This is an optimization exercise on Yosys and OpenROAD, whose aim is small area, not a production implementation. Function was checked by simulation only, so behaviour that the tests miss may differ from the original. No activity file was given, so power comes from the tool's default toggle rates.

==> design/flow/design.v <==
`default_nettype none
package wqe_fetch_pkg;
    localparam int WQE_WIDTH  = 512;
    localparam int WQE_BYTES  = WQE_WIDTH / 8;
    localparam int ADDR_WIDTH = 32;
    localparam int QPID_LSB   = 328;
    localparam int QPID_WIDTH = 4;
    localparam int QPID_MSB   = QPID_LSB + QPID_WIDTH - 1;
    localparam int PAD_WIDTH  = WQE_WIDTH - QPID_MSB - 1;
    typedef logic [ADDR_WIDTH-1:0] addr_t;
    typedef union packed {
        logic [WQE_WIDTH-1:0] raw;
        struct packed {
            logic [PAD_WIDTH-1:0]  pad;
            logic [QPID_WIDTH-1:0] qpn;
            logic [QPID_LSB-1:0]   body;
        } f;
    } wqe_u;
endpackage
`default_nettype wire
`timescale 1ns/100ps
`default_nettype none
import wqe_fetch_pkg::*;
module wqe_fetch_top
#(
    parameter int MAX_QP   = 16,
    parameter int SQ_DEPTH = 4096
)(
    input  logic                  clk,
    input  logic                  rst_n,
    output logic                  o_fetch_ready,
    input  logic                  i_arbit_val,
    input  logic [QPID_WIDTH-1:0] i_qp_idx,
    input  logic [MAX_QP-1:0]     i_active,
    input  logic [MAX_QP-1:0]     i_wqe_cache_alfull,
    input  logic [ADDR_WIDTH-1:0] i_sq_base,
    output logic [ADDR_WIDTH-1:0] o_axi_araddr,
    output logic                  o_axi_arvalid,
    input  logic                  i_axi_arready,
    input  logic [WQE_WIDTH-1:0]  i_axi_rdata,
    input  logic                  i_axi_rvalid,
    output logic                  o_axi_rready,
    output logic                  o_wqe_cache_wr,
    output logic [WQE_WIDTH-1:0]  o_wqe,
    input  logic [MAX_QP-1:0]     i_wqe_cache_full
);
    localparam int PI_WIDTH = $clog2(SQ_DEPTH);
    localparam int WQE_LSB  = $clog2(WQE_BYTES);
    logic                  iss;      
    logic                  rdv;      
    logic                  busy;
    logic                  grant;
    logic                  push;
    logic                  req_ok;
    logic [QPID_WIDTH-1:0] qp_q;
    logic [QPID_LSB-1:0]   body_q;
    logic [PI_WIDTH-1:0]   pi [MAX_QP];
    logic [MAX_QP-1:0]     pi_ok;
    logic [PI_WIDTH-1:0]   pi_rd;
    logic [PI_WIDTH-1:0]   pi_cur;
    logic                  ar_fire;
    logic [MAX_QP-1:0]     qsel;     
    assign grant  = o_fetch_ready & i_arbit_val;
    assign push   = o_wqe_cache_wr & ~(|(qsel & i_wqe_cache_full));
    assign req_ok = (|i_active) & ~(&i_wqe_cache_alfull);
    assign busy   = iss | o_axi_arvalid | o_axi_rready | rdv | o_wqe_cache_wr;
    always_ff @(posedge clk or negedge rst_n)
    begin
        if (!rst_n)
        begin
            o_fetch_ready  <= 1'b0;
            iss            <= 1'b0;
            o_axi_arvalid  <= 1'b0;
            o_axi_rready   <= 1'b0;
            rdv            <= 1'b0;
            o_wqe_cache_wr <= 1'b0;
        end
        else
        begin
            o_fetch_ready  <= req_ok & ((~busy & ~grant) | push);
            iss            <= grant;
            o_axi_arvalid  <= iss | (o_axi_arvalid & ~i_axi_arready);
            o_axi_rready   <= (o_axi_arvalid & i_axi_arready) | (o_axi_rready & ~i_axi_rvalid);
            rdv            <= o_axi_rready & i_axi_rvalid;
            o_wqe_cache_wr <= rdv | (o_wqe_cache_wr & (|(qsel & i_wqe_cache_full)));
        end
    end
    always_ff @(posedge clk)
    begin
        if (o_fetch_ready)
            qp_q <= i_qp_idx;
    end
    always_ff @(posedge clk)
    begin
        body_q <= ({QPID_LSB{o_axi_rready}}          & i_axi_rdata[QPID_LSB-1:0])
                | ({QPID_LSB{rdv | o_wqe_cache_wr}} & body_q)
                | ({QPID_LSB{iss | o_axi_arvalid}}  & QPID_LSB'(pi_rd));
    end
    always_comb
    begin
        for (int q = 0; q < MAX_QP; q++)
            qsel[q] = (qp_q == QPID_WIDTH'(q));
    end
    always_comb
    begin
        pi_rd = '0;
        for (int q = 0; q < MAX_QP; q++)
            pi_rd = pi_rd | ({PI_WIDTH{qsel[q] & pi_ok[q]}} & pi[q]);
    end
    assign pi_cur  = body_q[PI_WIDTH-1:0];
    assign ar_fire = o_axi_arvalid & i_axi_arready;
    always_ff @(posedge clk or negedge rst_n)
    begin
        if (!rst_n)
            pi_ok <= '0;
        else
            pi_ok <= pi_ok | ({MAX_QP{ar_fire}} & qsel);
    end
    always_ff @(posedge clk)
    begin
        for (int q = 0; q < MAX_QP; q++)
            if (ar_fire & qsel[q])
                pi[q] <= pi_inc;
    end
    logic [PI_WIDTH-1:0] pi_inc;
    always_comb
    begin
        logic c;
        c = 1'b1;
        for (int i = 0; i < PI_WIDTH; i++)
        begin
            pi_inc[i] = pi_cur[i] ^ c;
            c         = pi_cur[i] & c;
        end
    end
    localparam int AW = ADDR_WIDTH - WQE_LSB;
    localparam int GK = 4;
    localparam int NG = (AW + GK - 1) / GK;
    logic [AW-1:0] add_a, add_b, add_p, add_s;
    logic [NG-1:0] grp_g, grp_p;
    logic [NG:0]   grp_c;
    logic          rc;
    assign add_a = i_sq_base[ADDR_WIDTH-1:WQE_LSB];
    assign add_b = {{(AW-QPID_WIDTH-PI_WIDTH){1'b0}}, qp_q, pi_cur};
    assign add_p = add_a ^ add_b;
    always_comb
    begin
        for (int g = 0; g < NG; g++)
        begin
            grp_g[g] = 1'b0;
            grp_p[g] = 1'b1;
            for (int i = g * GK; i < (g + 1) * GK && i < AW; i++)
            begin
                grp_g[g] = (add_a[i] & add_b[i]) | (add_p[i] & grp_g[g]);
                grp_p[g] = grp_p[g] & add_p[i];
            end
        end
        begin
            logic [NG-1:0] pg, pp;
            pg = grp_g;
            pp = grp_p;
            for (int d = 1; d < NG; d = d * 2)
                for (int i = 2 * d - 1; i < NG; i = i + 2 * d)
                begin
                    pg[i] = pg[i] | (pp[i] & pg[i-d]);
                    pp[i] = pp[i] & pp[i-d];
                end
            for (int d = 8; d >= 1; d = d / 2)
                for (int i = 3 * d - 1; i < NG; i = i + 2 * d)
                begin
                    pg[i] = pg[i] | (pp[i] & pg[i-d]);
                    pp[i] = pp[i] & pp[i-d];
                end
            grp_c = {pg, 1'b0};
        end
        for (int g = 0; g < NG; g++)
        begin
            rc = grp_c[g];
            for (int i = g * GK; i < (g + 1) * GK && i < AW; i++)
            begin
                add_s[i] = add_p[i] ^ rc;
                rc = (add_a[i] & add_b[i]) | (add_p[i] & rc);
            end
        end
    end
    assign o_axi_araddr = {add_s, i_sq_base[WQE_LSB-1:0]};
    assign o_wqe = {{PAD_WIDTH{1'b0}}, qp_q, body_q};
endmodule
`default_nettype wire
==> design/flow/flow/run.sh <==
#!/bin/bash
# Standard ORFS layout with smaller port buffers and a lighter clock tree.
set -euo pipefail
here=$(cd "$(dirname "$0")" && pwd)
source "$here/knobs.sh"
bash standard.sh > standard.log 2>&1
==> design/flow/flow/knobs.sh <==
export BUFFER_PORTS_ARGS="-buffer_cell sky130_fd_sc_hd__buf_1"
export CTS_ARGS="-sink_clustering_enable -repair_clock_nets -buf_list {sky130_fd_sc_hd__clkbuf_8} -root_buf sky130_fd_sc_hd__clkbuf_16 -tree_buf sky130_fd_sc_hd__clkbuf_16 -sink_clustering_size 18 -sink_clustering_max_diameter 60 -dont_use_dummy_load"
export PRE_IO_PLACEMENT_TCL="$here/pins.tcl"
export SKIP_REPAIR_TIE_FANOUT=1
export POST_FLOORPLAN_TCL="$here/ties.tcl"
export PLACE_PINS_ARGS="-min_distance 1 -min_distance_in_tracks"
==> design/flow/flow/pins.tcl <==
# Every pin the design uses in one corner: the queue base and address bits
# interleaved at the left of the bottom edge, then each body bit's input and
# output pins side by side, the other control pins low on the left edge.
set bottom {}
for {set i 0} {$i < 32} {incr i} { lappend bottom "i_sq_base\[$i\]" "o_axi_araddr\[$i\]" }
for {set i 0} {$i < 328} {incr i} { lappend bottom "i_axi_rdata\[$i\]" "o_wqe\[$i\]" }
set_io_pin_constraint -group -order -pin_names $bottom -region bottom:*
set left {rst_n o_fetch_ready i_arbit_val o_axi_arvalid i_axi_arready o_axi_rready i_axi_rvalid o_wqe_cache_wr}
for {set i 0} {$i < 4} {incr i} { lappend left "i_qp_idx\[$i\]" "o_wqe\[[expr {328 + $i}]\]" }
for {set i 0} {$i < 16} {incr i} { lappend left "i_wqe_cache_full\[$i\]" "i_active\[$i\]" "i_wqe_cache_alfull\[$i\]" }
set_io_pin_constraint -group -order -pin_names $left -region left:*
# the constant-zero pad of the written WQE together on the top edge
set pad {}
for {set i 332} {$i < 512} {incr i} { lappend pad "o_wqe\[$i\]" }
set_io_pin_constraint -group -order -pin_names $pad -region top:*
==> design/flow/flow/ties.tcl <==
# The constant-zero outputs share tie cells in groups of consecutive bits
# (their pins sit side by side) instead of one tie cell per output.
set group_size 20
set block [ord::get_db_block]
set master [[ord::get_db] findMaster sky130_fd_sc_hd__conb_1]
set ties {}
foreach inst [$block getInsts] {
  if {[[$inst getMaster] getName] == "sky130_fd_sc_hd__conb_1"} { lappend ties $inst }
}
puts "ties.tcl: [llength $ties] tie cell(s) before regrouping"
set n_new 0
foreach tie $ties {
  set lo_net [[$tie findITerm LO] getNet]
  if {$lo_net == "NULL"} { continue }
  # loads keyed by the output port they lead to (through the synthesis buffer)
  set loads {}
  foreach it [$lo_net getITerms] {
    if {[$it isOutputSignal]} { continue }
    set key ""
    foreach o [[$it getInst] getITerms] {
      if {[$o isOutputSignal] && [$o getNet] != "NULL"} {
        foreach bt [[$o getNet] getBTerms] { set key [$bt getName] }
      }
    }
    if {[regexp {\[(\d+)\]} $key -> idx]} { lappend loads [list $idx $it] }
  }
  set loads [lsort -integer -index 0 $loads]
  set k 0
  for {set i $group_size} {$i < [llength $loads]} {incr i $group_size} {
    set inst [odb::dbInst_create $block $master "tie_lo_grp_[incr n_new]"]
    set net [odb::dbNet_create $block "tie_lo_grp_net_$n_new"]
    [$inst findITerm LO] connect $net
    foreach l [lrange $loads $i [expr {$i + $group_size - 1}]] {
      set it [lindex $l 1]
      $it disconnect
      $it connect $net
    }
  }
}
puts "ties.tcl: added $n_new tie cell(s)"
==> design/flow/standard.sh <==
#!/bin/bash
# synth_recipe.tcl (not shown) runs the flow's synth.tcl, then flattens the netlist and writes it again
# the make line also repeats each setting of config.mk as NAME=value (left out here)
make -C /OpenROAD-flow-scripts/flow DESIGN_CONFIG=/design/flow/config.mk WORK_HOME=/design/flow/orfs CLKGATE_MAP_FILE= SYNTH_SCRIPT=/design/flow/synth_recipe.tcl "${@:-finish}"
==> design/flow/config.mk <==
export PLATFORM = sky130hd
export DESIGN_NAME = wqe_fetch_top
export DESIGN_NICKNAME = wqe_fetch_top
export VERILOG_FILES = /design/flow/design.v
export SDC_FILE = /design/flow/constraint.sdc
export NUM_CORES = 4
export LEC_CHECK = 0
export CAP_MARGIN = 20
export CORE_AREA = 10 10 410 410
export DIE_AREA = 0 0 420 420
export PLACE_DENSITY = 0.8
export SLEW_MARGIN = 20
==> design/flow/constraint.sdc <==
create_clock -name core_clock -period 8.0 [get_ports {clk}]
set_input_delay 1.6000 -clock core_clock [delete_from_list [all_inputs] [get_ports {clk}]]
set_output_delay 1.6000 -clock core_clock [all_outputs]
set_load 0.01 [all_outputs]
==> out/metrics.yaml <==
floorplanning:
  ios: 1149
  initial_utilization: 0.1273
  die_area_sq_um: 176400
  die_x_um: 420
  core_box_area_sq_um: 158700
  dieHeight_um: 420
  placementRows: 146
cts:
  tritoncts_num_sinks: 546
  maximum_level_of_the_cts_h_tree: 2
  clock_latency_ns: 0.55
  cts-root-to-sink-buffers: 3
  cts_tree: "yes"
  postCtsHoldBufs: 0
  path_clk_slew_ns: 0.07
  clock_tree.root_cell: "sky130_fd_sc_hd__clkbuf_16"
  cts_setup_buffers: 0
  number_of_resized_instances_in_the_post_cts_repair_step: 0
  cts_inserted_buffers: 37
hold_path:
  min_from: "body_q[45]"
  worst_hold_path_type: "register to register"
  whs_endpoint: "body_q[45]"
  whs_path_depth: 1
sta:
  tns_ns: 0
  finalHoldViolCount: 0
  final_number_of_max_transition_violations: 0
  setup_violations: 0
  highest_clock_frequency_the_design_can_meet_mhz: 148.4
  slew_headroom: 0.2299
  layout_min_cycle_time_ns: 6.737
  period_share: 0.8421
  timing.clock.skew_ns: 0.07515
  rsz_0062_raised_after_global_routing: "false"
  whs_ns: 0.4698
  tightest_slew_ns: 1.155
place:
  dp_hpwl_um: 48870
  numPortBuffers: 772
  placed_cells_incl_taps: 4082
  finalWeightedCongestion: 0.9398
power:
  power-per-cell-area_nw_per_um2: 335.9
  pwr-share-comb: 0.345
  p_switching_mw: 3.210
  switching_share: 0.3842
  post-layout-total-power_mw: 8.354
  proportion_of_power_drawn_by_the_clock_network: 0.157
  seq_power_share: 0.498
  vdd_ir_drop_max_v: 0.0003394
  intPower_mw: 5.145
  leakage_power_of_the_design_nw: 8.357
synth:
  share_of_the_synthesized_area_in_the_top_cell_type: 0.3250
  synth_top_area_cell: "sky130_fd_sc_hd__dfxtp_1"
  synth_seq_cells: 546
  dominant_combinational_cell_family_by_area_after_synthesis: "compound AO/OA/AOI/OAI gates"
  synthSimpleGateAreaFrac: 0.03809
  post_synth_main_area_contributors: "sky130_fd_sc_hd__dfxtp_1 32%, sky130_fd_sc_hd__edfxtp_1 29%, sky130_fd_sc_hd__a22o_1 15%"
  synthMuxAreaShare: 0.0009908
  synth-seq-area-share: 0.6435
  synth_enable_flop_cells: 196
  post_synth_fa_ha_maj_area_fraction: 0.03047
  synth_area_per_cell_sq_um: 13.57
  synth-warning-count: 2
  ys_dominant_reg_cell: "sky130_fd_sc_hd__dfxtp_1"
  mappedNetlistNets: 2132
  syn-instance-count: 1489
  synth_xor_xnor_area_share: 0.003034
  postSynth.asyncResetShare: 0.04029
  syn_area_sq_um: 20200
  netlist-cell-type-count: 50
  synth_area_in_compound_gates: 0.1923
critical_path:
  critical_path.max_fanout: 3
  critPathRequiredTime_ns: 6.40
  startpoint_type: "input pin"
  worst_r2r_path_cells: 11
  rr_endpoint: "pi[3][11]"
  crit_path_end_kind: "output port"
  criticalPathCategory: "input pin to output port"
  worst_ep_arrival_time_ns: 5.14
  r2r-start: "body_q[0]"
  r2r_slack_ns: 4.71
route:
  routed-via-count: 15980
  drt-pass1-iter-count: 6
  routed_wl_um: 74750
  drc_markers: 0
  antenna_left: 0
  detailedRoute.firstIterationViolations: 2119
  route.detailed.vias_per_inst: 3.847
  wire_length_per_cell_um: 17.99
global_routing:
  grt_first_pass_wirelength_um: 112000
  first_global_vias: 16190
  grt_start_max_net_pins: 224
  grt_ovf: 0
  antenna_found_initial: 45
  global_router_s_overall_resource_usage: 0.08646
job:
  max_cap_viol_count: 0
finish:
  final_common_cell: "sky130_fd_sc_hd__buf_1"
  filler_cell_count: 17420
  layout_common_cells: "772 x sky130_fd_sc_hd__buf_1, 340 x sky130_fd_sc_hd__a22o_1, 328 x sky130_fd_sc_hd__dfxtp_1"
  layout-drive-gt1-share: 0.04787
  num-nets-final: 2692
  area.growth.synth_to_final_pct: 23.09
  final-instance-count-excl-fill: 4155
outcome:
  status: "timing/DRC/antenna clean"
==> power by group through the flow <==
stage	combinational (mW)	clock, mW	sequential (mW)
finish	2.88	1.31	4.16
global route	3.04	1.43	4.23
CTS	2.79	1.32	4.14
detailed placement	2.77	0	4.19
global placement	2.70	0	4.16
floorplan	1.43	0	4.41
==> cells by family after synthesis <==
family	Yosys count
adders and majority gates	42
muxes	2
xor gates and xnor gates	7
DFF	546
buffers and inverters	300
other	1
and+or+nand+nor	131
AOI/OAI and AO/OA	460
==> state kept, by name, summed over array words and instances, names as in the netlist, 4 cells and up <==
| name | flops |
|---|---|
| pi | 192 |
| qp_q | 4 |
| body_q | 328 |
| pi_ok | 16 |
==> synthesized netlist by cell type (4+ instances only) <==
cell type / count
sky130_fd_sc_hd__nand4_1: 12
sky130_fd_sc_hd__a221oi_1: 25
sky130_fd_sc_hd__dfxtp_1: 328
sky130_fd_sc_hd__buf_1: 9
sky130_fd_sc_hd__and4_1: 10
sky130_fd_sc_hd__clkbuf_1: 74
sky130_fd_sc_hd__dfrtp_1: 22
sky130_fd_sc_hd__nor3_1: 18
sky130_fd_sc_hd__nand3_1: 4
sky130_fd_sc_hd__and2_1: 4
sky130_fd_sc_hd__edfxtp_1: 196
sky130_fd_sc_hd__nor2_1: 13
sky130_fd_sc_hd__nor4_1: 6
sky130_fd_sc_hd__buf_4: 188
sky130_fd_sc_hd__fa_1: 12
sky130_fd_sc_hd__o21ai_1: 6
sky130_fd_sc_hd__a21oi_1: 4
sky130_fd_sc_hd__a22o_1: 340
sky130_fd_sc_hd__ha_1: 30
sky130_fd_sc_hd__a21o_1: 4
sky130_fd_sc_hd__a22oi_1: 58
sky130_fd_sc_hd__or2_2: 18
sky130_fd_sc_hd__nand2b_1: 6
sky130_fd_sc_hd__o21ai_0: 7
sky130_fd_sc_hd__nand2_1: 14
sky130_fd_sc_hd__inv_1: 17
sky130_fd_sc_hd__xor2_1: 7
sky130_fd_sc_hd__buf_2: 12
sky130_fd_sc_hd__and3_1: 16
==> through the flow <==
step                setup WS, ns  utilization  area [sq um]
floorplan                  1.790            -         20200
global placement           1.342       0.1525         24210
detailed placement         1.296       0.1525         24210
CTS                        1.293       0.1560         24770
global route               1.034       0.1564         24830
finish                     1.263       0.1567         24870
==> worst max-delay path by stage <==
stage,startpoint,end,slack [ns]
floorplan,i_sq_base[6],o_axi_araddr[21],1.79
global placement,i_sq_base[6],o_axi_araddr[29],1.34
detailed placement,i_sq_base[6],o_axi_araddr[21],1.30
CTS,i_sq_base[6],o_axi_araddr[29],1.29
global route,i_sq_base[6],o_axi_araddr[29],1.03
finish,i_sq_base[6],o_axi_araddr[29],1.26
==> area by class of cell <==
cell class / instances / area (sq um) / share of cell area
antenna: 36 / 90.09 / 0.003622
sequential: 546 / 13010 / 0.5230
tap: 2072 / 2592 / 0.1042
inverter: 17 / 63.81 / 0.002566
multi-input combinational: 651 / 5460 / 0.2196
clock buffer: 37 / 565.5 / 0.02274
timing repair buffer: 796 / 3090 / 0.1243
==> critical path, stage by stage <==
cell and delay [ns]:
sky130_fd_sc_hd__buf_1 0.08, sky130_fd_sc_hd__ha_1 0.20, sky130_fd_sc_hd__fa_1 0.38, sky130_fd_sc_hd__fa_1 0.37, sky130_fd_sc_hd__inv_1 0.08, sky130_fd_sc_hd__fa_1 0.20, sky130_fd_sc_hd__nand2b_1 0.12, sky130_fd_sc_hd__a21oi_1 0.08
sky130_fd_sc_hd__nor4_1 0.15, sky130_fd_sc_hd__o21ai_0 0.20, sky130_fd_sc_hd__a221oi_1 0.64, sky130_fd_sc_hd__nor2_1 0.13, sky130_fd_sc_hd__ha_1 0.22, sky130_fd_sc_hd__ha_1 0.19, sky130_fd_sc_hd__ha_1 0.19, sky130_fd_sc_hd__xor2_1 0.15
sky130_fd_sc_hd__buf_1 0.19
==> metal layers <==
metal  global-route usage  part of all wire  wire, um
met1              0.08635              0.31     23530
met2               0.1244              0.46     34460
met3              0.04677             0.095      7085
met4              0.08627              0.13      9468
met5             0.009565            0.0028       211

[re-timing with driven ports]
No port has a modelled driver above. Below, the same layout with a new extraction and two added sets of constraints.
Step 1, drivers: a clkbuf_16 drives clk and a buf_2 each remaining input, both assumed.
Step 2 also shifts input and output timing later by t, the mid clock arrival at the registers, as if the neighbouring blocks saw the same clock.
Slacks: ideal / step 1 / step 2; pairs: ideal / step 1.
shift t [ns]: 0.583
slack for setup (ns): 1.263 / 1.238 / 1.238
worst setup path after step 2: input to output
clock arrival spread, ns: 0.076 / 0.076
After both steps setup and hold are still met in this run. For this run, drivers alone change the setup slack by -0.025 ns; drivers and shift together by -0.025 ns.
